Source: an optimization exercise on an open RTL-to-GDS flow (aim: small area). Production flows keep margins and buffers that such runs may drop.
Where RTL was checked, it was by simulation tests only, not by an equivalence proof against the original.
For runs 5 to 7, only the layout was checked, not whether the RTL still works.
Power is estimated from default activity; no workload was simulated.

### config.mk
export PLATFORM = sky130hd
export DESIGN_NAME = stride_prefetcher
export DESIGN_NICKNAME = stride_prefetcher
export VERILOG_FILES = /design/flow/design.v
export SDC_FILE = /design/flow/constraint.sdc
export NUM_CORES = 4
export LEC_CHECK = 0
export CAP_MARGIN = 20
export CORE_MARGIN = 2
export CORE_UTILIZATION = 40
export CTS_CLUSTER_DIAMETER = 100
export CTS_CLUSTER_SIZE = 30
export SLEW_MARGIN = 20
### constraint.sdc
create_clock -name core_clock -period 10.0 [get_ports {clk_i}]
set_input_delay 2.0000 -clock core_clock [delete_from_list [all_inputs] [get_ports {clk_i}]]
set_output_delay 2.0000 -clock core_clock [all_outputs]
set_load 0.01 [all_outputs]
### design.v
package pf_pkg;
    localparam int unsigned ADDR_W = 32;
    localparam int unsigned PAGE_OFFSET_W = 12;
    localparam int unsigned LINE_OFFSET_W = 6;
    localparam int unsigned TAG_W = ADDR_W - PAGE_OFFSET_W;
    localparam int unsigned COUNT_W = 8;
    localparam int unsigned NBLOCKS_RESET = 8;
    typedef logic signed [PAGE_OFFSET_W:0] stride_t;
    typedef enum logic [1:0] {
        TS_INIT,
        TS_STRIDE,
        TS_HIT1,
        TS_HIT2
    } train_state_e;
endpackage
`timescale 1ns/1ps
module stride_prefetcher #(
    parameter int unsigned TABLE_ENTRIES = 8,
    parameter int unsigned FIFO_DEPTH    = 8,
    parameter int unsigned MAX_CREDITS   = 2
) (
    input  logic                       clk_i,
    input  logic                       rst_ni,
    input  logic                       snoop_valid_i,
    input  logic [pf_pkg::ADDR_W-1:0]  snoop_addr_i,
    input  logic                       cfg_valid_i,
    input  logic [pf_pkg::COUNT_W-1:0] cfg_nblocks_i,
    output logic                       req_valid_o,
    output logic [pf_pkg::ADDR_W-1:0]  req_addr_o,
    input  logic                       credit_i
);
    localparam int unsigned NE    = TABLE_ENTRIES;
    localparam int unsigned IDX_W = (NE > 1) ? $clog2(NE) : 1;
    localparam int unsigned VC_W  = $clog2(NE + 1);
    localparam int unsigned ND    = FIFO_DEPTH;
    localparam int unsigned PTR_W = (ND > 1) ? $clog2(ND) : 1;
    localparam int unsigned CNT_W = $clog2(ND + 1);
    localparam int unsigned CRED_W = $clog2(MAX_CREDITS + 1);
    localparam int unsigned TAG_W = pf_pkg::TAG_W;
    localparam int unsigned OFF_W = pf_pkg::PAGE_OFFSET_W;
    localparam int unsigned BASE_W = pf_pkg::ADDR_W - pf_pkg::LINE_OFFSET_W;
    localparam int unsigned NB_W  = pf_pkg::COUNT_W;
    logic [NB_W-1:0] nblocks_q;
    always_ff @(posedge clk_i or negedge rst_ni) begin
        if (!rst_ni) begin
            nblocks_q <= NB_W'(pf_pkg::NBLOCKS_RESET);
        end else if (cfg_valid_i) begin
            nblocks_q <= cfg_nblocks_i;
        end
    end
    logic [VC_W-1:0]  vcnt_q;
    logic [TAG_W-1:0] tag_q [NE];
    logic [OFF_W-1:0] idx_q [NE];
    logic [OFF_W:0]   str_q [NE];
    logic [1:0]       st_q  [NE];
    logic             mru_q [NE][NE];
    logic [TAG_W-1:0] snoop_tag;
    logic [OFF_W-1:0] snoop_idx;
    logic [NE-1:0]    hit_vec;
    logic [NE-1:0]    lru_vec;
    logic [NE-1:0]    free_vec;
    logic [NE-1:0]    sel_vec;
    logic             hit;
    logic             free_found;
    logic [OFF_W-1:0] h_idx;
    logic [OFF_W:0]   h_str;
    logic [1:0]       h_st;
    logic [OFF_W:0]   new_stride;
    logic             stride_match;
    logic [1:0]       new_state;
    logic             emit;
    logic [pf_pkg::ADDR_W-1:0] target_addr;
    logic [OFF_W+1:0] sum2;
    assign snoop_tag  = snoop_addr_i[pf_pkg::ADDR_W-1:OFF_W];
    assign snoop_idx  = snoop_addr_i[OFF_W-1:0];
    assign free_found = (vcnt_q != VC_W'(NE));
    always_comb begin
        for (int i = 0; i < NE; i++) begin
            hit_vec[i]  = (VC_W'(i) < vcnt_q) && (tag_q[i] == snoop_tag);
            free_vec[i] = (vcnt_q == VC_W'(i));
            lru_vec[i]  = 1'b1;
            for (int j = 0; j < NE; j++) begin
                if (j < i) lru_vec[i] = lru_vec[i] & mru_q[j][i];
                if (j > i) lru_vec[i] = lru_vec[i] & !mru_q[i][j];
            end
        end
    end
    assign hit     = |hit_vec;
    assign sel_vec = hit ? hit_vec : (free_found ? free_vec : lru_vec);
    always_comb begin
        h_idx = '0;
        h_str = '0;
        h_st  = '0;
        for (int i = 0; i < NE; i++) begin
            h_idx = h_idx | (idx_q[i] & {OFF_W{hit_vec[i]}});
            h_str = h_str | (str_q[i] & {(OFF_W+1){hit_vec[i]}});
            h_st  = h_st  | (st_q[i]  & {2{hit_vec[i]}});
        end
    end
    assign new_stride   = {1'b0, snoop_idx} - {1'b0, h_idx};
    assign stride_match = ({1'b0, snoop_idx} == h_str) && (snoop_idx != h_idx);
    assign sum2         = {1'b0, snoop_idx, 1'b0} - {2'b00, h_idx};
    always_comb begin
        if (!hit) begin
            new_state = 2'd0;
        end else if (h_st == 2'd0 || !stride_match) begin
            new_state = 2'd1;
        end else begin
            new_state = h_st + 2'd1;
        end
    end
    assign emit = snoop_valid_i && hit && (h_st == 2'd3) && stride_match;
    always_comb begin
        logic up, down, c_inc, c_dec;
        up    = !sum2[OFF_W+1] && sum2[OFF_W];
        down  = sum2[OFF_W+1];
        c_inc = 1'b1;
        c_dec = 1'b1;
        for (int b = 0; b < TAG_W; b++) begin
            target_addr[OFF_W+b] = snoop_tag[b] ^ ((up && c_inc) || (down && c_dec));
            c_inc = c_inc && snoop_tag[b];
            c_dec = c_dec && !snoop_tag[b];
        end
        target_addr[OFF_W-1:0] = sum2[OFF_W-1:0];
    end
    always_ff @(posedge clk_i or negedge rst_ni) begin
        if (!rst_ni) begin
            vcnt_q <= '0;
        end else if (snoop_valid_i && !hit && free_found) begin
            vcnt_q <= vcnt_q + 1'b1;
        end
    end
    always_ff @(posedge clk_i) begin
        for (int i = 0; i < NE; i++) begin
            if (snoop_valid_i && sel_vec[i]) begin
                tag_q[i] <= snoop_tag;
                idx_q[i] <= snoop_idx;
                str_q[i] <= sum2[OFF_W:0];
                st_q[i]  <= new_state;
            end
            for (int j = i + 1; j < NE; j++) begin
                if (snoop_valid_i && (sel_vec[i] || sel_vec[j])) begin
                    mru_q[i][j] <= sel_vec[i];
                end
            end
        end
    end
    logic [BASE_W-1:0] fb_q [ND];
    logic [OFF_W:0]    fs_q [ND];
    logic [NB_W-1:0]   fn_q [ND];
    logic [PTR_W-1:0]  wptr_q;
    logic [ND-1:0]     rptr_q;      
    logic [ND-1:0]     rptr_next;
    logic [CNT_W-1:0]  cnt_q;
    logic              pend_q;
    logic              full;
    logic              pop;
    logic              rd_adv;
    assign full      = (cnt_q == CNT_W'(ND));
    assign rd_adv    = pop || (pend_q && full);
    assign rptr_next = rd_adv ? {rptr_q[ND-2:0], rptr_q[ND-1]} : rptr_q;
    always_ff @(posedge clk_i or negedge rst_ni) begin
        if (!rst_ni) begin
            wptr_q <= '0;
            rptr_q <= ND'(1);
            cnt_q  <= '0;
            pend_q <= 1'b0;
        end else begin
            pend_q <= emit;
            if (emit) begin
                wptr_q <= wptr_q + 1'b1;
            end
            rptr_q <= rptr_next;
            if (pend_q && !rd_adv) begin
                cnt_q <= cnt_q + 1'b1;
            end else if (rd_adv && !pend_q) begin
                cnt_q <= cnt_q - 1'b1;
            end
        end
    end
    always_ff @(posedge clk_i) begin
        for (int i = 0; i < ND; i++) begin
            if (emit && (wptr_q == PTR_W'(i))) begin
                fb_q[i] <= target_addr[pf_pkg::ADDR_W-1:pf_pkg::LINE_OFFSET_W];
                fs_q[i] <= new_stride;
                fn_q[i] <= nblocks_q;
            end
        end
    end
    logic              busy_q;
    logic              oop_q;
    logic [pf_pkg::ADDR_W-1:0] addr_q;
    logic [OFF_W:0]    stride_q;
    logic [NB_W-1:0]   remain_q;
    logic [CRED_W-1:0] credits_q;
    logic              busy_next;
    logic              last_req;
    logic [OFF_W+1:0]  step;
    assign pop         = !busy_q && (cnt_q != '0);
    assign req_valid_o = busy_q && !oop_q && (credits_q != '0);
    assign req_addr_o  = {addr_q[pf_pkg::ADDR_W-1:pf_pkg::LINE_OFFSET_W], {pf_pkg::LINE_OFFSET_W{1'b0}}};
    assign last_req    = req_valid_o && (remain_q == NB_W'(1));
    assign busy_next   = pop ? (remain_q != '0) : (busy_q && !oop_q && !last_req);
    assign step = {2'b00, addr_q[OFF_W-1:0]} + {stride_q[OFF_W], stride_q};
    always_ff @(posedge clk_i or negedge rst_ni) begin
        if (!rst_ni) begin
            busy_q    <= 1'b0;
            credits_q <= CRED_W'(MAX_CREDITS);
        end else begin
            busy_q    <= busy_next;
            credits_q <= credits_q - CRED_W'(req_valid_o) + CRED_W'(credit_i);
        end
    end
    logic [BASE_W-1:0] head_b;
    logic [OFF_W:0]    head_s;
    logic [NB_W-1:0]   head_n;
    always_comb begin
        head_b = '0;
        head_s = '0;
        head_n = '0;
        for (int i = 0; i < ND; i++) begin
            head_b = head_b | (fb_q[i] & {BASE_W{rptr_next[i]}});
            head_s = head_s | (fs_q[i] & {(OFF_W+1){rptr_next[i]}});
            head_n = head_n | (fn_q[i] & {NB_W{rptr_next[i]}});
        end
    end
    always_ff @(posedge clk_i) begin
        if (!busy_next) begin
            addr_q   <= {head_b, {pf_pkg::LINE_OFFSET_W{1'b0}}};
            stride_q <= head_s;
            remain_q <= head_n;
            oop_q    <= 1'b0;
        end else if (req_valid_o) begin
            addr_q[OFF_W-1:0] <= step[OFF_W-1:0];
            remain_q          <= remain_q - 1'b1;
            oop_q             <= |step[OFF_W+1:OFF_W];
        end
    end
endmodule
### flow/run.sh
#!/bin/bash
# Standard layout, with the port buffers made from the smallest buffer cell.
set -euo pipefail
export BUFFER_PORTS_ARGS="-buffer_cell sky130_fd_sc_hd__buf_1"
bash standard.sh > standard.log 2>&1
### standard.sh
#!/bin/bash
# synth_recipe.tcl (not shown) runs the flow's synth.tcl, then flattens the netlist and writes it again
# the make line also repeats each setting of config.mk as NAME=value (left out here)
make -C /OpenROAD-flow-scripts/flow DESIGN_CONFIG=/design/flow/config.mk WORK_HOME=/design/flow/orfs CLKGATE_MAP_FILE= SYNTH_SCRIPT=/design/flow/synth_recipe.tcl "${@:-finish}"
==> results of run 1 <==
[worst paths after layout]
kind,to,startpoint,depth (start not counted)
hold reg to reg,cnt_q[3],cnt_q[3],1
max in group asynchronous,wptr_q[2],rst_ni,1
setup reg to reg,fb_q[0][14],vcnt_q[1],22
setup / recovery,fb_q[0][14],snoop_addr_i[19],23
hold / removal,cnt_q[3],cnt_q[3],1
min in group asynchronous,nblocks_q[4],rst_ni,1
[layout by cell type (no fill, tap or decap), types with 19 or more instances in the layout]
master and n:
buf_1 70, nand3_1 64, nand2_1 97, inv_1 38, a21oi_1 37, nor2_1 52, clkbuf_16 35, o21ai_0 29
nor4_1 28, xor2_1 92, mux2_2 19, a22o_1 51, xnor2_1 138, and3_1 23, dfrtp_1 28, nor3_1 30
buf_4 60, nand4_1 64, a221oi_1 44, edfxtp_1 827, a22oi_1 195, ha_1 53, a21o_1 21
[where the power goes]
| part | internal [mW] | leakage (nW) | switching, mW | total, mW |
|---|---|---|---|---|
| clock | 0.704 | 0.497 | 1.07 | 1.78 |
| combinational | 0.140 | 3.71 | 0.378 | 0.518 |
| sequential | 4.20 | 8.05 | 0.0896 | 4.29 |
| total | 5.04 | 12.3 | 1.54 | 6.58 |
[registers in the layout, indices dropped and copies added, names as in the netlist, 13 cells and up]
name / cells
fs_q: 104
stride_q: 13
fn_q: 64
idx_q: 96
addr_q: 32
mru_q: 28
fb_q: 208
tag_q: 160
str_q: 104
st_q: 16
[synth_stat cells, types with 5 or more instances]
cell type and count:
nor3_1 30, nor2_1 52, nand3_1 64, buf_4 54, o2111ai_1 6, dfxtp_1 7
mux2_2 19, a21o_1 21, xnor2_1 141, edfxtp_1 827, ha_1 53, inv_1 47
a22o_1 51, and2_1 12, a221oi_1 44, buf_2 12, clkbuf_1 46, nand2_1 97
o21bai_1 5, o21ai_0 29, a31oi_1 9, or4_1 5, and3_1 29, o22ai_1 7
buf_1 12, nor4_1 28, and4_1 13, xor2_1 93, a21oi_1 37, buf_6 9
dfrtp_1 28, nor2b_1 10, or3_1 9, a41o_1 8, a22oi_1 195, nand4_1 64
[area by class of cell]
class,instances,share of cell area [%]
multi-input cells,1212,23.25
diodes,1,0.006556
well taps,1165,3.819
clock inverters,8,0.2458
inverters,49,0.4851
flip-flops and latches,865,67.47
repair buffers,139,2.268
clock buffers,51,2.452
[worst register-to-register path, stage by stage, from the launching register on]
cell and delay (ns):
dfrtp_1 0.52, inv_1 0.17, ha_1 0.31, nor2b_1 0.14, o21ai_0 0.16, nor4_2 0.67
and3_1 0.70, a22o_1 0.23, a221oi_1 0.05, and3_1 0.24, ha_1 0.35, a21o_1 0.19
a21o_1 0.18, and3_1 0.17, o41ai_1 0.44, a211o_1 0.19, o211ai_1 0.09, a211o_1 0.35
inv_2 0.17, and2_4 0.22, and2_1 0.18, a21oi_1 0.10, xnor2_1 0.61
[cell families (layout without fill, tap and decap cells)]
group	count (synthesis)	after routing
AO/OA/AOI/OAI	451	451
XOR/XNOR	234	234
adder cells (fa/ha/maj)	56	56
buffers and inverters	183	247
flip-flops	865	865
multiplexers	21	21
other	1	7
AND/OR/NAND/NOR	444	444
[routing by layer]
layer,vias up,part of all wire (%)
li1,8904,-
met1,10430,44
met2,590,50
met3,98,4.5
met4,2,2.0
met5,-,0.010
[through the flow]
step	hold slack [ns]	util, %	setup slack, ns	instances	cell area, um2
detailed placement	0.4603	42.05	1.211	3429	37110
finish	0.4826	43.26	1.889	3490	38170
global placement	0.4497	42.04	1.323	3429	37100
global route	0.5215	43.26	1.307	3490	38170
CTS	0.4825	43.22	1.814	3488	38140
floorplan	0.4362	-	2.849	2260	35560
==> results.txt, run 1 <==
Tot Pwr approximately 6.6 mW; GRT Total Usage 19.05%; Synth Area in Compound Gates a little under a tenth; cell count after synthesis 2255; Worst Setup End Kind flip-flop; peak supply drop 0.0001135 V; vias in the first global route 20140; Final setup viols 0; Critical Path RT approximately 10 ns; share of layout cells above drive strength 1 7.702%; worst path cell trace buf_1 > buf_4 > xnor2_1 > nand4_1 > nor4_1 > buf_4 > and2_1 > a2111o_1 > nor2_1 > xnor2_1 > ha_1 > a21o_1 > a21o_1 > and3_1 > o41ai_1 > a211o_1 > o211ai_1 > a211o_1 > inv_2 > and2_4 > and2_1 > a21oi_1 > xnor2_1; max-slew violation count 0; largest net degree at the start of global routing 49; element type at the critical path start primary input; fillers 7807; # clock sinks 865; Post-Synth XOR/XNOR Area 5.766%; Post-CTS Setup Bufs 0; status finished clean; CTS root buffer clkbuf_16; Tcrit/Tclk final approximately four fifths; R2R setup slack 3.27 ns; Area Overhead vs Synth 7.389%; die area 91260 um2; Worst EP arrival 8.40 ns; Die X between 300 and 400 um; GP Congestion 0.8466; Main synth FF type edfxtp_1; Synth Area in Simple Gates slightly below 7%; grt met3 use approximately 1.7%; Setup TNS 0 ns; routed via count approximately 20000; Synth top area share 69.87%; DP Wirelength roughly 54000 um; post-synthesis mux area share 0.6583%; cts hold-fix bufs 0; clock skew after layout 0.01913 ns; met2 Usage GRT 33.22%; final hold violation count 0; Critical Path Most Common Cell xnor2_1; CP max FO 12; Max H-tree Level 2; PortBufs 71; family with the most delay on the worst path simple AND/OR/NAND/NOR gates; Num CTS Buffers 35; Routed wire per std cell 25.21 um; Cell Area, Synth ~36000 um2; clock-pin slew of the registers on the worst-case setup and hold paths 0.11 ns; Cell Pwr Density about 170 nW/um2; CORE AREA 88240 um2; Synth async-reset ratio 3.584%; # DRC 0; DRT antenna net count 0; Synth Area in Adders 2.006%; CP Buf/Inv Count 4; Routed WL 87990 um; Synth Warn # 9; post-CTS resize count 0; Slew headroom approximately a quarter; TritonCTS clock tree yes; ranking of synthesized cells by area edfxtp_1, a22oi_1, xnor2_1, xor2_1, dfrtp_1; Max clock buf depth 3; synth unique cells 80; critical path's slowest cell nor4_1; Setup CP Type primary input to flip-flop; sequential area share after synthesis 72.45%; sequential cell area 25750 um2; Mean Syn Cell Area between 15 and 20 um2; first-pass GRT wire length around 130000 um; main combinational cell family by area after synthesis compound AO/OA/AOI/OAI gates; layer carrying the most global-route usage met2; max_cap viols 0; Post-synth EDFFs ~830; clk latency of the worst-skew pair 0.60 ns; drt pass-1 iters 7; FF+latch count, synth 865; Die Ht 302.1 um; Max Fclk 0.1233 GHz; total congestion overflow 0; Slew @ Worst Pin roughly 1.1 ns; io pins 78; slowest stage delay, CP 0.64 ns; initial antenna violation count 3; Vias per Instance 5.736; area leader, netlist edfxtp_1; GRT met1 Usage 25.89%; Tmin final ~8.1 ns; unrepaired setup endpoints after global routing no; starting density of the core 40.28%; HP Class flip-flop to flip-flop; LEAKAGE 12.26 nW; Initial DRC Count about 1800; Final #Nets approximately 2400; area of the multi-input gates 8876 um2; Row Count 109
==> inputs of run 2 (changes only) <==
==> flow/run.sh (replaced) <==
#!/bin/bash
# Standard layout, with the port buffers made from the smallest buffer cell and the
# synthesis buffers removed at floorplan (placement is not timing driven, so it would not).
set -euo pipefail
export BUFFER_PORTS_ARGS="-buffer_cell sky130_fd_sc_hd__buf_1"
export REMOVE_ABC_BUFFERS=1
bash standard.sh > standard.log 2>&1
--- a/config.mk
+++ b/config.mk
@@ -12,2 +12,3 @@
 export CTS_CLUSTER_SIZE = 30
+export GPL_TIMING_DRIVEN = 0
 export SLEW_MARGIN = 20
==> results.txt, run 2 <==
status finished clean; grt met3 use 2.672% (+0.95 points); worst path cell trace buf_2 > xnor2_1 > nand4_1 > nor3_1 > and3_2 > a22o_1 > a221oi_1 > and3_1 > ha_1 > a21o_1 > a21o_1 > and3_1 > o41ai_1 > a211o_1 > o211ai_1 > a211o_1 > inv_2 > and2_4 > nand2_1 > o21ai_0 > xor2_1; total congestion overflow 0 (unchanged); first-pass GRT wire length 122800 um (-5.5%); start point of the critical path snoop_addr_i[21]; CP max FO 26 (+14); Top reg by flops fb_q; peak supply drop 0.0001325 V (+17%); clock skew after layout 0.02943 ns (+0.01030 ns); CORE AREA 88240 um2 (unchanged); drt pass-1 iters 5 (-2); io pins 78 (unchanged); cell count after synthesis 2255 (unchanged); Final setup viols 0 (unchanged); vias in the first global route 19750 (-1.9%); Die Ht 302.1 um (unchanged); layer carrying the most global-route usage met2; Post-synth EDFFs 827 (unchanged); share of layout cells above drive strength 1 7.039% (-0.66 points); GRT Total Usage 17.93% (-1.1 points); starting density of the core 40.28% (unchanged); Synth Area in Simple Gates 6.801% (unchanged); Final #Nets 2353 (-2.0%); Reg2Reg Depth 22 (unchanged); FF+latch count, synth 865 (unchanged); DP Wirelength 49210 um (-8.2%); sequential area share after synthesis 72.45% (unchanged); Post-Synth XOR/XNOR Area 5.766% (unchanged); post-CTS resize count 0 (unchanged); TritonCTS clock tree yes; final cell area excluding filler cells 38070 um2 (-0.26%); Worst EP arrival 8.62 ns (+0.22 ns); post-synthesis mux area share 0.6583% (unchanged); cts hold-fix bufs 0 (unchanged); hold path depth 2 (+1); synth unique cells 80 (unchanged); Tmin final 8.336 ns (+0.2254 ns); critical path's slowest cell and3_2; # DRC 0 (unchanged); Row Count 109 (unchanged); HP Class flip-flop to flip-flop; Initial DRC Count 1969 (+8.5%); Routed wire per std cell 24.18 um (-4.1%); max FFs per register 208 (unchanged); max_cap viols 0 (unchanged); fin cells 3438 (-1.5%); most frequent cells in the layout edfxtp_1, a22oi_1, xnor2_1; Max H-tree Level 2 (unchanged); Synth top cells by count edfxtp_1, a22oi_1, xnor2_1, nand2_1, xor2_1; Synth top area share 69.87% (unchanged); Routed WL 83130 um (-5.5%); element type at the critical path start primary input; DP Area 37070 um2 (about the same); Worst Setup End Kind flip-flop; Synth async-reset ratio 3.584% (unchanged); RR Endpoint fb_q[0][18]; max-slew violation count 0 (unchanged); Synth Warn # 9 (unchanged); Synth Area in Compound Gates 9.564% (unchanged); Vias per Instance 5.677 (-1.0%); die area 91260 um2 (unchanged); largest net degree at the start of global routing 49 (unchanged); area leader, netlist edfxtp_1; Setup CP Type primary input to flip-flop; Synth Area in Adders 2.006% (unchanged); Critical Path RT 10.28 ns (about the same); Mean Syn Cell Area 15.76 um2 (unchanged); initial antenna violation count 0 (-3); Main synth FF type edfxtp_1; hold slack 0.4718 ns (-0.01073 ns); R2R setup slack 2.72 ns (-0.55 ns); Cell Pwr Density 170.5 nW/um2 (-1.2%); Die X 302.1 um (unchanged); end of the worst hold path addr_q[5]; clk latency of the worst-skew pair 0.60 ns (about the same); Top Registers fb_q: 208 flops, tag_q: 160 flops; DRT antenna net count 0 (unchanged); Post-CTS Setup Bufs 0 (unchanged); antenna diode count 0 (-1); Setup TNS 0 ns (unchanged); unrepaired setup endpoints after global routing no; final hold violation count 0 (unchanged); clock-pin slew of the registers on the worst-case setup and hold paths 0.11 ns (about the same); LEAKAGE 12.09 nW (-1.3%); HP Start addr_q[5]; Cell Area, Synth 35540 um2 (unchanged); GP Congestion 0.8627 (+1.9%); Slew headroom 30.03% (+4.9 points); PortBufs 71 (unchanged); GRT met1 Usage 24.75% (-1.1 points); commonest non-fill, non-tap cell in the layout edfxtp_1; Slew @ Worst Pin 1.042 ns (-0.08029 ns); Tcrit/Tclk final 83.36% (+2.3 points); # clock sinks 865 (unchanged); met2 Usage GRT 30.27% (-3.0 points); routed via count 19520 (-2.5%); ranking of synthesized cells by area edfxtp_1, a22oi_1, xnor2_1, xor2_1, dfrtp_1; FF-to-FF Start vcnt_q[1]; slowest stage delay, CP 0.86 ns (+0.22 ns); main combinational cell family by area after synthesis compound AO/OA/AOI/OAI gates; Max clock buf depth 3 (unchanged); dpl cells 3382 (-1.4%); Area Overhead vs Synth 7.114%; Num CTS Buffers 34 (-2.9%); fillers 7735 (-0.92%); CTS root buffer clkbuf_16; count leader, synth edfxtp_1; Max Fclk 0.1200 GHz (-2.7%)
run 2: cell families (layout without fill, tap and decap cells):
group           count (synthesis)  in the layout
buf+inv                       183            196
flops                         865            865
xor+xnor                      234            234
mux                            21             21
fa+ha+maj                      56             56
compound gates                451            451
other cells                     1              6
simple gates                  444            444
run 2: worst max path at each step:
stage / end / slack [ns]
finish: fb_q[0][18] / 1.66
global route: fb_q[0][18] / 1.38
CTS: fb_q[2][18] / 1.74
detailed placement: fb_q[2][18] / 1.12
global placement: fb_q[5][8] / -1.18
floorplan: fb_q[0][0] / 3.00
run 2: worst max-delay path: cells and delay by family:
family | cells | cell delay (ns)
and+or+nand+nor | 7 | 2.58
AOI/OAI and AO/OA | 9 | 2.05
buffers and inverters | 2 | 0.70
xor gates and xnor gates | 2 | 0.86
adders and majority gates | 1 | 0.38
run 2: layer usage:
| layer | wire, um | part of all wire [%] |
|---|---|---|
| met1 | 36600 | 44 |
| met2 | 40480 | 49 |
| met3 | 4655 | 5.6 |
| met4 | 1391 | 1.7 |
| met5 | 0 | 0 |
run 2: final cells by class:
type                    instances  area, um2  share of cell area, %
clock buffers                  54      957.2                  2.514
clock inverters                 2      13.76                0.03615
inverters                      49      206.4                 0.5422
multi-input cells            1212       8972                  23.57
repair buffers                 91      711.9                  1.870
flip-flops and latches        865      25750                  67.64
well taps                    1165       1458                  3.829
run 2: power by group:
part / total (mW) / switching, mW / internal (mW)
logic: 0.503 / 0.364 / 0.139
registers: 4.28 / 0.0835 / 4.20
clock network: 1.71 / 1.03 / 0.675
run 2: metrics by stage:
step                      power [mW]  setup WS, ns  utilization, %
after floorplan                4.634         2.997               -
after global placement         4.838        -1.176           41.36
after detailed placement       4.867         1.124           42.01
after CTS                      6.533         1.743           43.11
after global routing           6.721         1.380           43.15
final                          6.492         1.664           43.15
==> inputs of run 3 (changes only) <==
--- a/config.mk
+++ b/config.mk
@@ -10,3 +10,3 @@
 export CORE_UTILIZATION = 40
-export CTS_CLUSTER_DIAMETER = 100
+export CTS_CLUSTER_DIAMETER = 80
 export CTS_CLUSTER_SIZE = 30
==> results.txt, run 3 <==
Mean Syn Cell Area 15.76 um2 (unchanged); # clock sinks 865 (unchanged); FF+latch count, synth 865 (unchanged); final hold violation count 0 (unchanged); Cell Pwr Density 175.4 nW/um2 (+2.9%); Row Count 109 (unchanged); Synth Area in Adders 2.006% (unchanged); count leader, synth edfxtp_1; Slew @ Worst Pin 1.033 ns (-0.008820 ns); post-synthesis mux area share 0.6583% (unchanged); max FFs per register 208 (unchanged); max_cap viols 0 (unchanged); DRT antenna net count 0 (unchanged); Setup CP Type primary input to flip-flop; starting density of the core 40.28% (unchanged); Tmin final 8.374 ns (+0.03727 ns); main combinational cell family by area after synthesis compound AO/OA/AOI/OAI gates; element type at the critical path start primary input; Max H-tree Level 2 (unchanged); final cell area excluding filler cells 38360 um2 (+0.76%); # DRC 0 (unchanged); Synth Warn # 9 (unchanged); Die X 302.1 um (unchanged); post-CTS resize count 0 (unchanged); LEAKAGE 12.23 nW (+1.2%); ranking of synthesized cells by area edfxtp_1, a22oi_1, xnor2_1, xor2_1, dfrtp_1; share of layout cells above drive strength 1 7.713% (+0.67 points); Synth Area in Compound Gates 9.564% (unchanged); Routed wire per std cell 24.13 um (-0.19%); most frequent cells in the layout edfxtp_1, a22oi_1, xnor2_1; Synth top area share 69.87% (unchanged); clock skew after layout 0.03164 ns (+0.002210 ns); GP Congestion 0.8627 (unchanged); Setup TNS 0 ns (unchanged); Top Registers fb_q: 208 flops, tag_q: 160 flops; Worst Setup End Kind flip-flop; Post-CTS Setup Bufs 0 (unchanged); commonest non-fill, non-tap cell in the layout edfxtp_1; TritonCTS clock tree yes; CTS root buffer clkbuf_16; PortBufs 71 (unchanged); Num CTS Buffers 38 (+12%); Post-Synth XOR/XNOR Area 5.766% (unchanged); CP max FO 26 (unchanged); Critical Path RT 10.28 ns (about the same); Routed WL 83210 um (+0.10%); cell count after synthesis 2255 (unchanged); Post-synth EDFFs 827 (unchanged); GRT Total Usage 17.96% (+0.031 points); Synth async-reset ratio 3.584% (unchanged); routed via count 19610 (+0.48%); Area Overhead vs Synth 7.931%; total congestion overflow 0 (unchanged); Cell Area, Synth 35540 um2 (unchanged); largest net degree at the start of global routing 49 (unchanged); Worst EP arrival 8.65 ns (+0.03 ns); status finished clean; Final #Nets 2357 (+0.17%); initial antenna violation count 1 (+1); Top reg by flops fb_q; first-pass GRT wire length 122800 um (about the same); area leader, netlist edfxtp_1; Vias per Instance 5.687 (+0.19%); Slew headroom 31.12% (+1.1 points); Max clock buf depth 3 (unchanged); Initial DRC Count 1852 (-5.9%); Synth Area in Simple Gates 6.801% (unchanged); synth unique cells 80 (unchanged); unrepaired setup endpoints after global routing no; cts hold-fix bufs 0 (unchanged); Die Ht 302.1 um (unchanged); io pins 78 (unchanged); Main synth FF type edfxtp_1; Final setup viols 0 (unchanged); DP Wirelength 49210 um (unchanged); DP Area 37070 um2 (unchanged); peak supply drop 0.0001543 V (+16%); die area 91260 um2 (unchanged); clock-pin slew of the registers on the worst-case setup and hold paths 0.11 ns (about the same); HP Class flip-flop to flip-flop; CORE AREA 88240 um2 (unchanged); Max Fclk 0.1194 GHz (-0.45%); sequential area share after synthesis 72.45% (unchanged); clk latency of the worst-skew pair 0.61 ns (about the same); vias in the first global route 19760 (+0.051%); drt pass-1 iters 6 (+1); Tcrit/Tclk final 83.74% (+0.37 points); max-slew violation count 0 (unchanged); Synth top cells by count edfxtp_1, a22oi_1, xnor2_1, nand2_1, xor2_1
==> run 3: cell count changes in the layout (fill, tap and decap cells not counted) <==
cell       before  now
bufinv_16       0    3
inv_6           1    2
clkinv_8        0    4
diode_2         0    1
clkinv_1        1    2
inv_12          0    2
clkinv_4        0    1
clkbuf_16      35   39
clkbuf_8        1    0
inv_8           0    2
clkbuf_1       18   10
==> run 3: power breakdown <==
part	leakage [nW]	total (mW)	switching [mW]	internal (mW)
sequential	8.05	4.28	0.0854	4.20
combinational	3.57	0.505	0.366	0.139
clock	0.608	1.94	1.11	0.835
==> run 3: kinds of logic (layout without fill, tap and decap cells) <==
| group | Yosys count | count (layout) |
|---|---|---|
| compound gates | 451 | 451 |
| xor+xnor | 234 | 234 |
| fa+ha+maj | 56 | 56 |
| buf+inv | 183 | 205 |
| flops | 865 | 865 |
| mux | 21 | 21 |
| other cells | 1 | 7 |
| simple gates | 444 | 444 |
==> run 3: path summary, 6_finish.rpt <==
check	startpoint	endpoint	slack (ns)	cells past startpoint
worst max register to register	vcnt_q[1]	fb_q[5][18]	2.71	22
min in group asynchronous	rst_ni	nblocks_q[0]	1.21	1
worst min-delay path	addr_q[5]	addr_q[5]	0.47	2
worst max-delay path	snoop_addr_i[21]	fb_q[5][18]	1.63	21
max in group asynchronous	rst_ni	nblocks_q[3]	8.33	2
worst min register to register	addr_q[5]	addr_q[5]	0.47	2
==> run 3: critical path, cell delays in order <==
cell and delay [ns]:
buf_2 0.49, xnor2_1 0.19, nand4_1 0.14, nor3_1 0.76
and3_2 0.87, a22o_1 0.23, a221oi_1 0.05, and3_1 0.27
ha_1 0.38, a21o_1 0.18, a21o_1 0.19, and3_1 0.19
o41ai_1 0.45, a211o_1 0.20, o211ai_1 0.09, a211o_1 0.40
inv_2 0.21, and2_4 0.22, nand2_1 0.16, o21ai_0 0.26
xor2_1 0.69
==> run 3: through the flow <==
step                total power, mW  std cells  utilization (%)  setup slack (ns)  hold slack (ns)
floorplan                     4.634       2126                -             2.997           0.4362
global placement              4.838       3362            41.36            -1.176           0.4485
detailed placement            4.867       3382            42.01             1.124           0.4649
CTS                           6.771       3447            43.44             1.745           0.4788
global route                  6.956       3448            43.48             1.372           0.5076
finish                        6.730       3448            43.48             1.626           0.4729
==> run 3: area by class of cell <==
| type | count | area, um2 |
|---|---|---|
| well taps | 1165 | 1458 |
| inverters | 49 | 206.4 |
| fillers | 7737 | 49880 |
| repair buffers | 91 | 711.9 |
| flip-flops and latches | 865 | 25750 |
| diodes | 1 | 2.502 |
| clock buffers | 49 | 1013 |
| clock inverters | 16 | 245.2 |
| multi-input cells | 1212 | 8972 |
==> run 3: layer usage <==
layer / vias to the layer above / track usage, % / routed length, um / part of all wire [%]
met5: - / 0 / 0 / 0
met4: 0 / 4.455 / 1867 / 2.2
met3: 103 / 2.550 / 4918 / 5.9
met2: 626 / 30.20 / 40180 / 48
met1: 10070 / 24.66 / 36240 / 44
li1: 8816 / - / - / -
==> inputs of run 4 (changes only) <==
==> flow/run.sh (replaced) <==
#!/bin/bash
# Standard layout, with the port buffers made from the smallest buffer cell and a clock
# tree built without dummy loads.
set -euo pipefail
export BUFFER_PORTS_ARGS="-buffer_cell sky130_fd_sc_hd__buf_1"
export CTS_ARGS="-sink_clustering_enable -repair_clock_nets -sink_clustering_size 30 -sink_clustering_max_diameter 100 -dont_use_dummy_load"
bash standard.sh > standard.log 2>&1
--- a/config.mk
+++ b/config.mk
@@ -10,5 +10,4 @@
 export CORE_UTILIZATION = 40
-export CTS_CLUSTER_DIAMETER = 80
+export CTS_CLUSTER_DIAMETER = 100
 export CTS_CLUSTER_SIZE = 30
-export GPL_TIMING_DRIVEN = 0
 export SLEW_MARGIN = 20
==> results.txt, run 4 <==
start point of the critical path snoop_addr_i[19]; clk latency of the worst-skew pair 0.60 ns (about the same); Setup TNS 0 ns (unchanged); Slew @ Worst Pin 1.095 ns (+0.06214 ns); Clk pwr share 25.7% (-3.2 points); Synth top cells by count edfxtp_1, a22oi_1, xnor2_1, nand2_1, xor2_1; drt pass-1 iters 7 (+1); max FFs per register 208 (unchanged); share of layout cells above drive strength 1 7.435% (-0.28 points); status finished clean; clock-pin slew of the registers on the worst-case setup and hold paths 0.11 ns (about the same); die area 91260 um2 (unchanged); Die X 302.1 um (unchanged); Area Overhead vs Synth 6.963%; Synth Warn # 9 (unchanged); CORE AREA 88240 um2 (unchanged); DP Wirelength 53620 um (+9.0%); GRT Total Usage 19.01% (+1.1 points); final cell area excluding filler cells 38020 um2 (-0.90%); ranking of synthesized cells by area edfxtp_1, a22oi_1, xnor2_1, xor2_1, dfrtp_1; CP max FO 12 (-54%); Top reg by flops fb_q; area leader, netlist edfxtp_1; Main synth FF type edfxtp_1; part of the power in registers 66.3% (+2.7 points); clock skew after layout 0.04626 ns (+0.01462 ns); Die Ht 302.1 um (unchanged); post-CTS resize count 0 (unchanged); total congestion overflow 0 (unchanged); max_cap viols 0 (unchanged); HP Class flip-flop to flip-flop; DRT antenna net count 0 (unchanged); Max Fclk 0.1232 GHz (+3.2%); DP Area 37110 um2 (about the same); switch share 23.06% (-0.11 points); Max clock buf depth 3 (unchanged); element type at the critical path start primary input; Routed WL 87930 um (+5.7%); initial antenna violation count 2 (+1); routed via count 19930 (+1.6%); unrepaired setup endpoints after global routing no; # DRC 0 (unchanged); Mean Syn Cell Area 15.76 um2 (unchanged); PortBufs 71 (unchanged); met2 Usage GRT 33.22% (+3.0 points); Post-CTS Setup Bufs 0 (unchanged); vias in the first global route 20040 (+1.4%); FF+latch count, synth 865 (unchanged); Tot Pwr 6.466 mW (-3.9%); FF-to-FF Start vcnt_q[1]; GRT met1 Usage 25.87% (+1.2 points); sequential area share after synthesis 72.45% (unchanged); io pins 78 (unchanged); Slew headroom 26.97% (-4.1 points); Cell Pwr Density 170.1 nW/um2 (-3.1%); Row Count 109 (unchanged); TritonCTS clock tree yes; commonest non-fill, non-tap cell in the layout edfxtp_1; HP Start cnt_q[3]; Final #Nets 2402 (+1.9%); # clock sinks 865 (unchanged); internal power 4.975 mW (-3.8%); Critical Path RT 10.28 ns (about the same); synth unique cells 80 (unchanged); Setup CP Type primary input to flip-flop; Worst Setup End Kind flip-flop; starting density of the core 40.28% (unchanged); Post-synth EDFFs 827 (unchanged); GP Congestion 0.8466 (-1.9%); first-pass GRT wire length 129500 um (+5.4%); Tcrit/Tclk final 81.14% (-2.6 points); largest net degree at the start of global routing 49 (unchanged); Vias per Instance 5.747 (+1.0%); Routed wire per std cell 25.36 um (+5.1%); LEAKAGE 12.19 nW (-0.34%); Synth async-reset ratio 3.584% (unchanged); Cell Area, Synth 35540 um2 (unchanged); cell count after synthesis 2255 (unchanged); Max H-tree Level 2 (unchanged); Final setup viols 0 (unchanged); Num CTS Buffers 35 (-7.9%); max-slew violation count 0 (unchanged); Initial DRC Count 1884 (+1.7%); CTS root buffer clkbuf_16; sw power 1.491 mW (-4.4%); count leader, synth edfxtp_1; peak supply drop 0.0001990 V (+29%); Worst EP arrival 8.39 ns (-0.26 ns); grt met3 use 1.609% (-0.94 points); Logic pwr share 8.0% (+0.5 points); final hold violation count 0 (unchanged); Top Registers fb_q: 208 flops, tag_q: 160 flops; layer carrying the most global-route usage met2; cts hold-fix bufs 0 (unchanged); Synth top area share 69.87% (unchanged); fillers 7808 (+0.92%); most frequent cells in the layout edfxtp_1, a22oi_1, xnor2_1; Tmin final 8.114 ns (-0.2593 ns)
-- run 4: cell types whose count changed in the layout (fill, tap and decap cells not counted), sizes merged --
| cell | previous run | this run |
|---|---|---|
| clkbuf | 49 | 37 |
| diode | 1 | 2 |
| bufinv | 3 | 0 |
| buf | 91 | 137 |
| inv | 54 | 47 |
| clkinv | 8 | 2 |
-- run 4: critical path, cell delays in order --
cell and delay (ns):
buf_1 0.62, buf_4 0.32, xnor2_1 0.14, nand4_1 0.10, nor4_1 0.64, buf_4 0.25, and2_1 0.51, a2111o_1 0.37
nor2_1 0.14, xnor2_1 0.18, ha_1 0.21, a21o_1 0.18, a21o_1 0.18, and3_1 0.17, o41ai_1 0.44, a211o_1 0.19
o211ai_1 0.09, a211o_1 0.35, inv_2 0.17, and2_4 0.22, and2_1 0.18, a21oi_1 0.10, xnor2_1 0.61
-- run 4: final timing paths --
check                      slack (ns)            to  cells past startpoint
min reg2reg                      0.48      cnt_q[3]                      1
max reg2reg                      3.24   fb_q[5][14]                     22
min                              0.48      cnt_q[3]                      1
max in group asynchronous        7.89  nblocks_q[6]                      1
max                              1.89   fb_q[5][14]                     23
min in group asynchronous        1.52  nblocks_q[4]                      1
-- run 4: logic make-up after synthesis --
logic type	Yosys count	synth area share, %
simple gates	444	6.801
mux	21	0.6583
compound gates	451	9.564
flops	865	72.45
buf+inv	183	2.739
xor+xnor	234	5.766
fa+ha+maj	56	2.006
other cells	1	0.01055
-- run 4: stage by stage --
| stage | hold WS (ns) | cells | setup slack (ns) | util, % |
|---|---|---|---|---|
| 2_1_floorplan | 0.4362 | 2260 | 2.849 | - |
| 3_3_place_gp | 0.4497 | 3429 | 1.323 | 42.04 |
| 3_5_place_dp | 0.4603 | 3429 | 1.211 | 42.05 |
| 4_1_cts | 0.4805 | 3464 | 1.800 | 43.05 |
| 5_1_grt | 0.5196 | 3466 | 1.291 | 43.08 |
| 6_report | 0.4791 | 3467 | 1.886 | 43.09 |
-- run 4: layer usage --
| layer | routed length (um) | up-vias |
|---|---|---|
| li1 | - | 8887 |
| met1 | 38120 | 10310 |
| met2 | 43810 | 630 |
| met3 | 4186 | 103 |
| met4 | 1804 | 0 |
| met5 | 0 | - |
-- run 4: final cells by class --
class	instances	area, um2	area share (%)
sequential	865	25750	67.74
inverter	49	185.2	0.4871
clock buffer	35	875.8	2.304
tap	1165	1458	3.834
multi-input combinational	1212	8876	23.35
timing repair buffer	139	865.8	2.277
antenna	2	5.005	0.01316
-- run 4: power groups by stage --
stage	sequential, mW	clock, mW	combinational [mW]
6_report	4.29	1.66	0.518
3_3_place_gp	4.36	0	0.502
3_5_place_dp	4.37	0	0.517
2_1_floorplan	4.33	0	0.332
5_1_grt	4.30	1.81	0.563
4_1_cts	4.29	1.70	0.519
==> inputs of run 5 (changes only) <==
--- a/design.v
+++ b/design.v
@@ -53,3 +53,3 @@
     logic [OFF_W-1:0] idx_q [NE];
-    logic [OFF_W:0]   str_q [NE];
+    logic [OFF_W-1:0] str_q [NE];
     logic [1:0]       st_q  [NE];
@@ -65,3 +65,3 @@
     logic [OFF_W-1:0] h_idx;
-    logic [OFF_W:0]   h_str;
+    logic [OFF_W-1:0] h_str;
     logic [1:0]       h_st;
@@ -73,2 +73,3 @@
     logic [OFF_W+1:0] sum2;
+    logic             pred_ok;
     assign snoop_tag  = snoop_addr_i[pf_pkg::ADDR_W-1:OFF_W];
@@ -95,3 +96,3 @@
             h_idx = h_idx | (idx_q[i] & {OFF_W{hit_vec[i]}});
-            h_str = h_str | (str_q[i] & {(OFF_W+1){hit_vec[i]}});
+            h_str = h_str | (str_q[i] & {OFF_W{hit_vec[i]}});
             h_st  = h_st  | (st_q[i]  & {2{hit_vec[i]}});
@@ -100,8 +101,9 @@
     assign new_stride   = {1'b0, snoop_idx} - {1'b0, h_idx};
-    assign stride_match = ({1'b0, snoop_idx} == h_str) && (snoop_idx != h_idx);
     assign sum2         = {1'b0, snoop_idx, 1'b0} - {2'b00, h_idx};
-    always_comb begin
-        if (!hit) begin
+    assign stride_match = (h_st != 2'd0) && (snoop_idx == h_str);
+    assign pred_ok      = (sum2[OFF_W+1:OFF_W] == 2'b00) && (snoop_idx != h_idx);
+    always_comb begin
+        if (!hit || !pred_ok) begin
             new_state = 2'd0;
-        end else if (h_st == 2'd0 || !stride_match) begin
+        end else if (!stride_match) begin
             new_state = 2'd1;
@@ -137,3 +139,3 @@
                 idx_q[i] <= snoop_idx;
-                str_q[i] <= sum2[OFF_W:0];
+                str_q[i] <= sum2[OFF_W-1:0];
                 st_q[i]  <= new_state;
==> run.sh (new file) <==
#!/bin/bash
# synth_recipe.tcl (not shown) runs the flow's synth.tcl, then flattens the netlist and writes it again
# the make line also repeats each setting of config.mk as NAME=value (left out here)
make -C /OpenROAD-flow-scripts/flow DESIGN_CONFIG=/design/flow/config.mk WORK_HOME=/design/flow/orfs CLKGATE_MAP_FILE= SYNTH_SCRIPT=/design/flow/synth_recipe.tcl finish
removed: flow/run.sh
removed: standard.sh
==> results.txt, run 5 <==
Setup TNS 0 ns (unchanged); Cell Pwr Density 173.7 nW/um2 (+2.1%); CTS root buffer clkbuf_16; Max H-tree Level 2 (unchanged); drt pass-1 iters 9 (+2); GP Congestion 0.8683 (+2.6%); Synth async-reset ratio 3.617% (+0.033 points); CORE AREA 88240 um2 (unchanged); Tot Pwr 6.750 mW (+4.4%); cts hold-fix bufs 0 (unchanged); unrepaired setup endpoints after global routing no; DP Area 37710 um2 (+1.6%); slowest stage delay, CP 0.98 ns (+0.34 ns); Critical Path RT 10.27 ns (about the same); wire length on met1 39140 um (+2.7%); peak supply drop 0.0001220 V (-39%); Die X 302.1 um (about the same); wire length on met3 6220 um (+49%); Cell Area, Synth 35550 um2 (about the same); share of layout cells above drive strength 1 8.831% (+1.4 points); count leader, synth edfxtp_1; FF+latch count, synth 857 (-0.92%); Slew headroom 26.03% (-0.95 points); Routed wire per std cell 26.12 um (+3.0%); final cell area excluding filler cells 38860 um2 (+2.2%); Top reg by flops fb_q; Max Fclk 0.1196 GHz (-2.9%); fillers 7731 (-0.99%); most frequent cells in the layout edfxtp_1, a22oi_1, xor2_1; Setup WS post-layout 1.642 ns (-0.2438 ns); GRT Total Usage 20.08% (+1.1 points); Max clock buf depth 3 (unchanged); die area 91270 um2 (about the same); Logic pwr share 9.3% (+1.3 points); Post-synth EDFFs 819 (-0.97%); critical path's slowest cell clkdlybuf4s50_1; top sig layer met4; Initial DRC Count 2017 (+7.1%); internal power 5.097 mW (+2.4%); Die Ht 302.1 um (about the same); Top Registers fb_q: 208 flops, tag_q: 160 flops, fs_q: 104 flops; Final setup viols 0 (unchanged); DP Wirelength 56580 um (+5.5%); LEAKAGE 12.48 nW (+2.4%); Main synth FF type edfxtp_1; starting density of the core 40.28% (about the same); Row Count 109 (unchanged); Post-CTS Setup Bufs 0 (unchanged); element type at the critical path start primary input; Worst EP arrival 8.63 ns (+0.24 ns); PortBufs 71 (unchanged); Vias per Instance 5.860 (+2.0%); CP max FO 19 (+7); Setup CP Type primary input to flip-flop; final hold violation count 0 (unchanged); TritonCTS clock tree yes; routed via count 20770 (+4.3%); Num CTS Buffers 36 (+2.9%); max FFs per register 208 (unchanged); Clk pwr share 27.5% (+1.8 points); Tcrit/Tclk final 83.58% (+2.4 points); post-CTS resize count 0 (unchanged); vias in the first global route 20750 (+3.5%); initial antenna violation count 2 (unchanged); Synth top area share 69.19% (-0.68 points); Finished Core Util 44.04% (+0.95 points); Tmin final 8.358 ns (+0.2439 ns); met2 WL post-DR 44670 um (+2.0%); Area Overhead vs Synth 9.314%; # clock sinks 857 (-0.92%); max-slew violation count 0 (unchanged); ranking of synthesized cells by area edfxtp_1, xor2_1, a22oi_1, xnor2_1, dfrtp_1; clk latency of the worst-skew pair 0.61 ns (about the same); Routed WL 92600 um (+5.3%); total congestion overflow 0 (unchanged); largest net degree at the start of global routing 49 (unchanged); sequential area share after synthesis 71.77% (-0.68 points); Synth top cells by count edfxtp_1, a22oi_1, xor2_1, nand3_1; part of the power in registers 63.2% (-3.1 points); # DRC 0 (unchanged); cell count after synthesis 2300 (+2.0%); io pins 78 (unchanged); area leader, netlist edfxtp_1; Synth Warn # 9 (unchanged); status finished clean; Worst Setup End Kind flip-flop; sw power 1.653 mW (+11%); Final #Nets 2452 (+2.1%); clock skew after layout 0.03416 ns (-0.01210 ns); DRT antenna net count 0 (unchanged); pre-CTS setup slack 1.099 ns (-0.1113 ns); synth unique cells 84 (+5.0%); switch share 24.49% (+1.4 points); commonest non-fill, non-tap cell in the layout edfxtp_1; max_cap viols 0 (unchanged); HP Class flip-flop to flip-flop; first-pass GRT wire length 136600 um (+5.5%); Mean Syn Cell Area 15.46 um2 (-1.9%); Slew @ Worst Pin 1.106 ns (+0.01073 ns); worst path cell trace clkdlybuf4s50_1 > xor2_1 > nor4_1 > nand2_1 > nor3_4 > a222oi_1 > nand4_1 > fa_1 > nor2b_1 > o21ai_0 > a21boi_0 > o311a_1 > o221ai_1 > nand4b_1 > o211a_4 > nor4_2 > a31oi_1 > xnor2_1; clock-pin slew of the registers on the worst-case setup and hold paths 0.11 ns (about the same)
run 5: path summary, 6_finish.rpt:
check	from	endpoint	slack, ns	cells after the start
setup / recovery	snoop_addr_i[26]	fb_q[1][25]	1.64	18
hold / removal	addr_q[5]	addr_q[5]	0.48	2
setup reg to reg	vcnt_q[3]	fb_q[1][25]	3.76	16
hold reg to reg	addr_q[5]	addr_q[5]	0.48	2
max in group asynchronous	rst_ni	vcnt_q[2]	7.86	1
min in group asynchronous	rst_ni	nblocks_q[6]	1.53	1
run 5: logic make-up after synthesis:
group,synth area share [%]
DFF,71.77
and+or+nand+nor,7.951
AOI/OAI and AO/OA,8.948
xor gates and xnor gates,5.639
buffers and inverters,2.784
adders and majority gates,2.091
muxes,0.8026
other,0.01055
run 5: through the flow:
step / instances / hold WS (ns)
floorplan: 2305 / 0.4362
global placement: 3477 / 0.4471
detailed placement: 3477 / 0.4647
CTS: 3543 / 0.4855
global route: 3544 / 0.5089
finish: 3545 / 0.4815
run 5: final cells by class:
type	instances	area, um2	share of cell area [%]
Inverter	57	214.0	0.5506
Timing Repair Buffer	151	1394	3.587
Multi-Input combinational cell	1247	9131	23.50
Antenna cell	2	5.005	0.01288
Clock inverter	9	98.84	0.2544
Sequential cell	857	25510	65.66
Clock buffer	57	1044	2.685
Tap cell	1165	1458	3.751
run 5: layer usage:
| metal | GRT usage [%] | up-vias |
|---|---|---|
| li1 | - | 9094 |
| met1 | 27.82 | 10650 |
| met2 | 33.44 | 870 |
| met3 | 2.255 | 156 |
| met4 | 6.011 | 0 |
| met5 | 0 | - |
run 5: worst max-delay path, delay by kind of cell:
kind            cells  cell delay (ns)
simple gates        7             2.41
fa+ha+maj           1             0.30
buf+inv             1             0.98
compound gates      7             1.74
xor+xnor            2             1.13
run 5: power groups by stage:
stage	combinational, mW	clock [mW]	sequential, mW
global route	0.675	2.01	4.28
global placement	0.608	0	4.34
CTS	0.627	1.90	4.26
floorplan	0.374	0	4.31
finish	0.627	1.86	4.27
detailed placement	0.626	0	4.34
==> inputs of run 6 (changes only) <==
==> flow/run.sh (new file) <==
#!/bin/bash
# Standard layout, with the port buffers made from the smallest buffer cell.
set -euo pipefail
export BUFFER_PORTS_ARGS="-buffer_cell sky130_fd_sc_hd__buf_1"
bash standard.sh > standard.log 2>&1
==> standard.sh (new file) <==
#!/bin/bash
# synth_recipe.tcl (not shown) runs the flow's synth.tcl, then flattens the netlist and writes it again
# the make line also repeats each setting of config.mk as NAME=value (left out here)
make -C /OpenROAD-flow-scripts/flow DESIGN_CONFIG=/design/flow/config.mk WORK_HOME=/design/flow/orfs CLKGATE_MAP_FILE= SYNTH_SCRIPT=/design/flow/synth_recipe.tcl "${@:-finish}"
removed: run.sh
==> results.txt, run 6 <==
clock-pin slew of the registers on the worst-case setup and hold paths 0.11 ns (about the same); most frequent cells in the layout edfxtp_1, a22oi_1, xor2_1; starting density of the core 40.28% (unchanged); Synth Warn # 9 (unchanged); Slew headroom 17.48% (-8.5 points); Slew @ Worst Pin 1.232 ns (+0.1256 ns); DP Wirelength 56230 um (-0.61%); main combinational cell family by area after synthesis compound AO/OA/AOI/OAI gates; element type at the critical path start primary input; Max H-tree Level 2 (unchanged); Cell Pwr Density 173.8 nW/um2 (about the same); Final setup viols 0 (unchanged); GP Congestion 0.8242 (-5.1%); end of the worst hold path cnt_q[3]; Post-Synth XOR/XNOR Area 5.639% (unchanged); io pins 78 (unchanged); Max clock buf depth 3 (unchanged); Worst EP arrival 8.10 ns (-0.53 ns); CORE AREA 88240 um2 (unchanged); area leader, netlist edfxtp_1; Main synth FF type edfxtp_1; post-synthesis mux area share 0.8025% (unchanged); Max Fclk 0.1281 GHz (+7.0%); peak supply drop 0.0001460 V (+20%); unrepaired setup endpoints after global routing no; Top reg by flops fb_q; Cell Area, Synth 35550 um2 (unchanged); CP max FO 18 (-1); # clock sinks 857 (unchanged); Synth top cells by count edfxtp_1, a22oi_1, xor2_1, nand3_1; GRT Total Usage 20.12% (+0.044 points); Die Ht 302.1 um (unchanged); DP Area 37230 um2 (-1.3%); Critical Path RT 10.29 ns (+0.02 ns); cts hold-fix bufs 0 (unchanged); TritonCTS clock tree yes; final hold violation count 0 (unchanged); Vias per Instance 5.882 (+0.38%); start point of the critical path snoop_addr_i[21]; RR Endpoint fb_q[4][23]; Final #Nets 2453 (+0.041%); commonest non-fill, non-tap cell in the layout edfxtp_1; antenna diode count 0 (-2); Routed WL 92800 um (+0.22%); largest net degree at the start of global routing 52 (+6.1%); clock skew after layout 0.02791 ns (-0.006251 ns); Routed wire per std cell 26.22 um (+0.39%); Area Overhead vs Synth 7.670%; FF-to-FF Start tag_q[6][3]; Die X 302.1 um (unchanged); Worst Setup End Kind flip-flop; vias in the first global route 21010 (+1.3%); clk latency of the worst-skew pair 0.61 ns (about the same); R2R setup slack 3.75 ns (about the same); Finished Core Util 43.37% (-0.66 points); drt pass-1 iters 6 (-3); PortBufs 71 (unchanged); dpl cells 3479 (+0.058%); Row Count 109 (unchanged); fin cells 3539 (-0.17%); Post-CTS Setup Bufs 0 (unchanged); CTS root buffer clkbuf_16; sequential area share after synthesis 71.77% (unchanged); max FFs per register 208 (unchanged); Synth async-reset ratio 3.617% (unchanged); initial antenna violation count 1 (-1); final cell area excluding filler cells 38270 um2 (-1.5%); Setup CP Type primary input to flip-flop; Tcrit/Tclk final 78.09% (-5.5 points); Reg2Reg Depth 19 (+3); Initial DRC Count 2108 (+4.5%); # DRC 0 (unchanged); first-pass GRT wire length 137000 um (+0.32%); Synth top area share 69.19% (unchanged); status finished clean; total congestion overflow 0 (unchanged); LEAKAGE 12.27 nW (-1.7%); share of layout cells above drive strength 1 8.804% (-0.027 points); count leader, synth edfxtp_1; max_cap viols 0 (unchanged); Synth Area in Compound Gates 8.948% (unchanged); post-CTS resize count 0 (unchanged); Num CTS Buffers 35 (-2.8%); Setup WS post-layout 2.191 ns (+0.5495 ns); routed via count 20820 (+0.21%); pre-CTS setup slack 1.612 ns (+0.5129 ns); Tmin final 7.809 ns (-0.5495 ns); FF+latch count, synth 857 (unchanged); hold path depth 1 (-1); Mean Syn Cell Area 15.46 um2 (unchanged); die area 91270 um2 (unchanged); DRT antenna net count 0 (unchanged); Synth Area in Adders 2.091% (unchanged); Synth Area in Simple Gates 7.951% (unchanged); cell count after synthesis 2300 (unchanged); synth unique cells 84 (unchanged); max-slew violation count 0 (unchanged); Top Registers fb_q: 208 flops, tag_q: 160 flops, fs_q: 104 flops; Post-synth EDFFs 819 (unchanged); HP Class flip-flop to flip-flop; Setup TNS 0 ns (unchanged); ranking of synthesized cells by area edfxtp_1, xor2_1, a22oi_1, xnor2_1, dfrtp_1; HP Start cnt_q[3]
==> run 6: cell counts after synthesis <==
No cell type changed its count.
==> run 6: worst max path at each step <==
stage	slack [ns]	depth (start not counted)	to
after detailed placement	1.61	20	fb_q[2][23]
after global routing	1.63	20	st_q[0][1]
after CTS	2.24	20	fb_q[5][23]
final	2.19	20	fb_q[4][23]
after global placement	1.76	20	fb_q[7][23]
after floorplan	3.32	20	st_q[0][1]
==> run 6: where the power goes <==
group	switching [mW]	internal, mW	total, mW
Sequential	0.0911	4.17	4.26
Clock	1.08	0.697	1.78
Combinational	0.456	0.158	0.613
==> run 6: metal layers <==
layer / global-route usage (%) / wire, um / vias to the layer above
met2: 33.77 / 44840 / 877
met4: 5.068 / 2232 / 2
met3: 2.320 / 5799 / 167
met5: 0 / 12 / -
li1: - / - / 9088
met1: 28.01 / 39920 / 10680
==> run 6: critical path, cell delays in order <==
cell and delay (ns):
buf_1 0.69, buf_4 0.32, xor2_1 0.09, nor4_1 0.36, nand2_1 0.47, nor3_4 0.30, buf_4 0.31, a222oi_1 0.15
nand4_1 0.38, fa_1 0.29, nor2b_1 0.05, o21ai_0 0.22, a21boi_0 0.21, o311a_1 0.38, o221ai_1 0.26, nand4b_1 0.16
o211a_4 0.31, nor4_2 0.38, nor2_1 0.10, xnor2_1 0.62
==> run 6: per-stage QoR <==
step,hold slack [ns],total power [mW]
after floorplan,0.4362,4.683
after global placement,0.4462,4.931
after detailed placement,0.4591,4.952
after CTS,0.4770,6.688
after global routing,0.5107,6.871
final,0.4746,6.652
==> run 6: cell families after synthesis <==
kind of cell    count (synthesis)
compound gates                423
xor+xnor                      228
fa+ha+maj                      57
buf+inv                       201
flops                         857
mux                            26
other cells                     1
simple gates                  507
==> run 6: final cells by class <==
class	count	area, um2
clock inverters	7	76.32
inverters	57	214.0
fillers	7787	49970
well taps	1165	1458
clock buffers	53	964.7
flip-flops and latches	857	25510
multi-input cells	1247	9150
repair buffers	153	897.1
==> inputs of run 7 (changes only) <==
==> flow/run.sh (replaced) <==
#!/bin/bash
# Standard layout, with the port buffers made from the smallest buffer cell and the
# synthesis buffers removed at floorplan (placement is not timing driven, so it would not).
set -euo pipefail
export BUFFER_PORTS_ARGS="-buffer_cell sky130_fd_sc_hd__buf_1"
export REMOVE_ABC_BUFFERS=1
bash standard.sh > standard.log 2>&1
--- a/config.mk
+++ b/config.mk
@@ -10,4 +10,5 @@
 export CORE_UTILIZATION = 40
-export CTS_CLUSTER_DIAMETER = 100
+export CTS_CLUSTER_DIAMETER = 80
 export CTS_CLUSTER_SIZE = 30
+export GPL_TIMING_DRIVEN = 0
 export SLEW_MARGIN = 20
==> results.txt, run 7 <==
Die X 302.1 um (unchanged); post-CTS resize count 0 (unchanged); R2R setup slack 2.61 ns (-1.14 ns); CP max FO 22 (+4); Final #Nets 2415 (-1.5%); unrepaired setup endpoints after global routing no; max FFs per register 208 (unchanged); max-slew violation count 0 (unchanged); sequential area share after synthesis 71.77% (unchanged); slowest stage delay, CP 1.16 ns (+0.47 ns); share of layout cells above drive strength 1 8.924% (+0.12 points); Tmin final 8.654 ns (+0.8449 ns); DP Wirelength 52860 um (-6.0%); Area Overhead vs Synth 8.758%; initial antenna violation count 1 (unchanged); TritonCTS clock tree yes; Synth top area share 69.19% (unchanged); Cell Area, Synth 35550 um2 (unchanged); Vias per Instance 5.872 (-0.18%); clock skew after layout 0.03205 ns (+0.004142 ns); area of the multi-input gates 9278 um2 (+1.4%); status finished clean; hold slack 0.4654 ns (-0.009200 ns); first-pass GRT wire length 131500 um (-4.0%); Top reg by flops fb_q; vias in the first global route 20660 (-1.7%); count leader, synth edfxtp_1; Synth async-reset ratio 3.617% (unchanged); post-synthesis mux area share 0.8025% (unchanged); Critical Path RT 10.32 ns (+0.03 ns); worst path cell trace buf_2 > xor2_1 > nor4_1 > nand4_1 > nor3_4 > a221oi_1 > and3_1 > ha_1 > nor2b_1 > o21ai_0 > a21boi_0 > o311a_1 > o221ai_1 > a21boi_0 > o21ai_0 > nand2_1 > or3_1 > nor3_1; Worst Setup End Kind flip-flop; area leader, netlist edfxtp_1; cts hold-fix bufs 0 (unchanged); final hold violation count 0 (unchanged); HP Class flip-flop to flip-flop; drt pass-1 iters 5 (-1); clock-pin slew of the registers on the worst-case setup and hold paths 0.11 ns (about the same); family with the most delay on the worst path simple AND/OR/NAND/NOR gates; Routed wire per std cell 25.36 um (-3.3%); die area 91270 um2 (unchanged); critical path's slowest cell nor3_4; clk latency of the worst-skew pair 0.62 ns (about the same); largest net degree at the start of global routing 49 (-5.8%); Mean Syn Cell Area 15.46 um2 (unchanged); GRT Total Usage 19.19% (-0.93 points); Tot Pwr 6.795 mW (+2.1%); max_cap viols 0 (unchanged); sequential cell area 25510 um2 (unchanged); CORE AREA 88240 um2 (unchanged); # DRC 0 (unchanged); cell count after synthesis 2300 (unchanged); most frequent cells in the layout edfxtp_1, a22oi_1, xor2_1; Synth top cells by count edfxtp_1, a22oi_1, xor2_1, nand3_1; fillers 7672 (-1.5%); GP Congestion 0.8303 (+0.74%); Worst EP arrival 8.97 ns (+0.87 ns); LEAKAGE 12.34 nW (+0.54%); Slew headroom 27.99% (+11 points); ranking of synthesized cells by area edfxtp_1, xor2_1, a22oi_1, xnor2_1, dfrtp_1; Synth Area in Adders 2.091% (unchanged); Die Ht 302.1 um (unchanged); Final setup viols 0 (unchanged); Max clock buf depth 3 (unchanged); antenna diode count 0 (unchanged); main combinational cell family by area after synthesis compound AO/OA/AOI/OAI gates; Max H-tree Level 2 (unchanged); Setup CP Type primary input to flip-flop; CTS root buffer clkbuf_16; Max Fclk 0.1156 GHz (-9.8%); DRT antenna net count 0 (unchanged); routed via count 20590 (-1.1%); Synth Area in Simple Gates 7.951% (unchanged); Post-synth EDFFs 819 (unchanged); Routed WL 88940 um (-4.2%); synth unique cells 84 (unchanged); commonest non-fill, non-tap cell in the layout edfxtp_1; Top Registers fb_q: 208 flops, tag_q: 160 flops, fs_q: 104 flops; Main synth FF type edfxtp_1; # clock sinks 857 (unchanged); Initial DRC Count 2106 (-0.095%); Row Count 109 (unchanged); Slew @ Worst Pin 1.080 ns (-0.1515 ns); FF+latch count, synth 857 (unchanged); Num CTS Buffers 38 (+8.6%); Post-Synth XOR/XNOR Area 5.639% (unchanged); Synth Warn # 9 (unchanged); Synth Area in Compound Gates 8.948% (unchanged); peak supply drop 0.0001359 V (-6.9%); Tcrit/Tclk final 86.54% (+8.4 points); PortBufs 71 (unchanged); Post-CTS Setup Bufs 0 (unchanged); total congestion overflow 0 (unchanged); Cell Pwr Density 175.8 nW/um2 (+1.1%); CP Buf/Inv Count 1 (-2); io pins 78 (unchanged); starting density of the core 40.28% (unchanged); element type at the critical path start primary input
[run 7: cell count changes in the layout (fill, tap and decap cells not counted), moves of 5 or more]
cell and delta:
inv_2 -9, buf_2 +26, buf_1 -19, xnor2_1 -5, inv_4 +8, and3_2 -6, xnor2_2 +5, buf_6 +12
buf_16 +10, buf_12 +6, buf_4 -76, clkbuf_16 +5, and3_4 +6
[run 7: cell families (layout without fill, tap and decap cells)]
kind of cell / count (synthesis) / count (layout)
buffers and inverters: 201 / 238
muxes: 26 / 26
AOI/OAI and AO/OA: 423 / 423
adders and majority gates: 57 / 57
xor gates and xnor gates: 228 / 228
other: 1 / 6
and+or+nand+nor: 507 / 507
DFF: 857 / 857
[run 7: cell type report]
type	count	share of cell area [%]
tap	1165	3.770
timing repair buffer	112	2.395
clock buffer	55	2.816
inverter	57	0.6085
multi-input combinational	1247	24.00
clock inverter	14	0.4175
sequential	857	65.99
[run 7: through the flow]
step                util [%]  cell area, um2  setup TNS, ns  std cells  worst slack [ns]
global placement       41.38           36510       -1578.58       3397            -2.676
CTS                    43.80           38650              0       3507             1.495
finish                 43.81           38660              0       3507             1.346
global route           43.81           38660              0       3507            0.9978
detailed placement     42.38           37400              0       3438            0.8261
floorplan                  -           34790              0       2161             2.957
[run 7: worst register-to-register path, cell delays in order (launching register included)]
cell	delay, ns
dfrtp_1	0.51
inv_1	0.11
ha_1	0.24
a211oi_1	0.42
nand4_1	0.91
nor2_2	0.77
buf_6	0.25
a22oi_1	0.11
and3_1	0.30
ha_1	0.36
nor2b_1	0.15
o21ai_0	0.20
a21boi_0	0.24
o311a_1	0.40
o221ai_1	0.37
a21boi_0	0.16
o21ai_0	0.24
nand2_1	0.27
or3_1	0.46
nor3_1	0.61
[run 7: worst paths after layout]
check                                  from  depth (start not counted)      endpoint
setup / recovery           snoop_addr_i[20]                         18    st_q[4][1]
hold / removal                    addr_q[0]                          2     addr_q[0]
setup reg to reg                  vcnt_q[0]                         19    st_q[4][1]
hold reg to reg                   addr_q[0]                          2     addr_q[0]
max in group asynchronous            rst_ni                          2  credits_q[1]
min in group asynchronous            rst_ni                          1  nblocks_q[5]
[run 7: metal layers]
metal / global-route usage (%) / routed length (um)
met1: 26.42 / 37820
met4: 4.338 / 1613
met2: 32.95 / 44120
met3: 1.961 / 5364
met5: 0 / 16
[run 7: power by group]
part           internal [mW]  switching [mW]
logic                  0.156           0.438
clock network          0.804            1.14
registers               4.17          0.0892

[re-timing with driven ports]
In the flow no input, the clock included, has a driving cell. The finished layouts below were timed again as built, in two steps. Step 1 assumes that a clkbuf_16 drives the clock port and a buf_2 every other input. Step 2 adds t to the input delays and takes it off the output delays; t is the mean of the earliest and latest rising clock arrival at the registers after step 1. Input paths then give back, and output paths get back, about the clock's delay inside the block. a / b / c = ideal / step 1 / step 2; a / b = the first two.
run | t (ns) | slack for setup (ns) | latest minus earliest clock arrival (ns) | worst slew at a driven data input, ns
run 1 | 0.661 | 1.889 / 1.923 / 1.262 | 0.019 / 0.019 | 0.11
run 2 | 0.653 | 1.664 / 1.702 / 1.050 | 0.030 / 0.029 | 0.08
run 3 | 0.660 | 1.626 / 1.663 / 1.003 | 0.032 / 0.032 | 0.09
run 4 | 0.645 | 1.886 / 1.919 / 1.274 | 0.047 / 0.047 | 0.11
run 5 | 0.659 | 1.642 / 1.685 / 1.026 | 0.034 / 0.034 | 0.10
run 6 | 0.655 | 2.191 / 2.220 / 1.564 | 0.029 / 0.029 | 0.09
run 7 | 0.663 | 1.346 / 1.387 / 0.724 | 0.032 / 0.032 | 0.07
After both steps setup and hold are still met in every run listed.
